Context: an optimization exercise on an open-source flow, tuned for a short achievable clock period and few clock cycles per item. The choices shown serve that exercise and are no tape-out recipe. In this exercise RTL edits were held to simulation tests only and were not proved equivalent to the original. Power figures rest on the tool's default switching activity, not on a simulated workload.

== lane 3 ==
==> flow/design.v (excerpt) <==
module axi4_burst_ram_slave #(
  parameter int DATA_BYTES      = 4,
  parameter int ADDR_BYTES      = 1,
  parameter int NUM_ID_BITS_P   = 4,
  parameter int NUM_USER_BITS_P = 4
) (
  input  logic                       aclk,
  input  logic                       aresetn,
  input  logic                       awvalid,
  output logic                       awready,
  input  logic [ADDR_BYTES*8-1:0]    awaddr,
  input  logic [7:0]                 awlen,
  input  logic [2:0]                 awsize,
  input  logic [1:0]                 awburst,
  input  logic [NUM_ID_BITS_P-1:0]   awid,
  input  logic [NUM_USER_BITS_P-1:0] awuser,
  input  logic [3:0]                 awcache,
  input  logic [2:0]                 awprot,
  input  logic                       awlock,
  input  logic [3:0]                 awregion,
  input  logic [3:0]                 awqos,
  input  logic                       wvalid,
  output logic                       wready,
  input  logic [DATA_BYTES*8-1:0]    wdata,
  input  logic [DATA_BYTES-1:0]      wstrb,
  input  logic                       wlast,
  input  logic [NUM_USER_BITS_P-1:0] wuser,
  output logic                       bvalid,
  input  logic                       bready,
  output logic [1:0]                 bresp,
  output logic [NUM_ID_BITS_P-1:0]   bid,
  output logic [NUM_USER_BITS_P-1:0] buser,
  input  logic                       arvalid,
  output logic                       arready,
  input  logic [ADDR_BYTES*8-1:0]    araddr,
  input  logic [7:0]                 arlen,
  input  logic [2:0]                 arsize,
  input  logic [1:0]                 arburst,
  input  logic [NUM_ID_BITS_P-1:0]   arid,
  input  logic [NUM_USER_BITS_P-1:0] aruser,
  input  logic [3:0]                 arcache,
  input  logic [2:0]                 arprot,
  input  logic                       arlock,
  input  logic [3:0]                 arregion,
  input  logic [3:0]                 arqos,
  output logic                       rvalid,
  input  logic                       rready,
  output logic [DATA_BYTES*8-1:0]    rdata,
  output logic [1:0]                 rresp,
  output logic                       rlast,
  output logic [NUM_ID_BITS_P-1:0]   rid,
  output logic [NUM_USER_BITS_P-1:0] ruser
);
For scale: ~2700 flip-flops.
Settings: LEC_CHECK=0, ABC_CLOCK_PERIOD_IN_PS=2000, CAP_MARGIN=20, CORE_MARGIN=2, CORE_UTILIZATION=50, CTS_CLUSTER_DIAMETER=80, CTS_CLUSTER_SIZE=25, SETUP_SLACK_MARGIN=3.3, SLEW_MARGIN=20, TNS_END_PERCENT=20; clock period 5.5 ns.
standard.sh (not shown) runs the stock make flow with config.mk's settings and CLKGATE_MAP_FILE= SYNTH_SCRIPT=/design/flow/synth_recipe.tcl, a recipe that flattens the netlist after the stock synthesis.
==> flow/flow/run.sh <==
#!/bin/bash
# Standard ORFS layout with two changes:
# - the port buffers are buf_4 (not the delay buffer buffer_ports picks) and the resizer may
#   size cells across footprints (the platform sets MATCH_CELL_FOOTPRINT=1);
# - after global placement the I/O pins are placed again, next to the registers that drive
#   the outputs, with the port buffers and those registers beside their pins (flow/repin.tcl);
# - more rounds of antenna repair after detailed routing (MAX_REPAIR_ANTENNAS_ITER_DRT).
set -euo pipefail
cp standard.sh standard_used.sh.log
export RES=$PWD/orfs/results/sky130hd/axi4_burst_ram_slave/base
bash standard.sh MATCH_CELL_FOOTPRINT=0 "BUFFER_PORTS_ARGS=-buffer_cell sky130_fd_sc_hd__buf_4" $RES/3_3_place_gp.odb > flow_make1.log 2>&1
IO_PLACER_H=met3 IO_PLACER_V=met2 openroad -no_init -exit flow/repin.tcl > flow_repin.log 2>&1
bash standard.sh MATCH_CELL_FOOTPRINT=0 "BUFFER_PORTS_ARGS=-buffer_cell sky130_fd_sc_hd__buf_4" MAX_REPAIR_ANTENNAS_ITER_DRT=15 finish > flow_make2.log 2>&1
Other scripts of this flow, unchanged in this note and not shown: flow/flow/repin.tcl
Testbench counts of lane 3, summed over its fixed seeds: cycles 13,582, beats 26,619.
[inputs] lane 4 vs lane 3
- putting PLACE_DENSITY at 0.72 where nothing was set
- swapping 50 for 65 in CORE_UTILIZATION
--- a/flow/flow/run.sh
+++ b/flow/flow/run.sh
@@ -6,2 +6 @@
-#   the outputs, with the port buffers and those registers beside their pins (flow/repin.tcl);
-# - more rounds of antenna repair after detailed routing (MAX_REPAIR_ANTENNAS_ITER_DRT).
+#   the outputs, with the port buffers and those registers beside their pins (flow/repin.tcl).
@@ -13 +12 @@
-bash standard.sh MATCH_CELL_FOOTPRINT=0 "BUFFER_PORTS_ARGS=-buffer_cell sky130_fd_sc_hd__buf_4" MAX_REPAIR_ANTENNAS_ITER_DRT=15 finish > flow_make2.log 2>&1
+bash standard.sh MATCH_CELL_FOOTPRINT=0 "BUFFER_PORTS_ARGS=-buffer_cell sky130_fd_sc_hd__buf_4" finish > flow_make2.log 2>&1
Results
Comparing lane 3 and lane 4, the one run not ending clean was lane 4. Per the comparison of lane 4 with lane 3, HPWL reported at the end of detailed placement shows a reduction of 4.4%, final area went down by 0.90%, aggregate routed wire length went down 4.0%, number of non-clock buffers in the layout went up by about 3%, combinational power decreased about 3%.

==> re-timing with driven ports <==
Ports are ideal in the flow. The routed layouts listed here were re-timed in OpenROAD. Step 1 sets driving cells, clkbuf_16 on the clock port and buf_2 on the other inputs (assumed; they add their load-dependent delay and slew). Step 2 also shifts input and output timing later by t, the mid clock arrival at the registers, as if the neighbouring blocks saw the same clock. a / b / c = ideal ports / drivers / drivers and shift; a / b = the first two.
| run | shift t [ns] | setup slack, ns | worst hold slack (ns) | worst register clock-pin slew, ns |
|---|---|---|---|---|
| lane 3 | 0.928 | 2.836 / 2.836 / 2.237 | 0.332 / 0.284 / 0.424 | 0.11 / 0.11 |
| lane 4 | 0.891 | 2.906 / 2.757 / 1.866 | 0.357 / 0.317 / 0.425 | 0.10 / 0.10 |
The setup slack of lane 4, which loses most, moves by -0.149 ns with the drivers and by -1.040 ns with both steps.
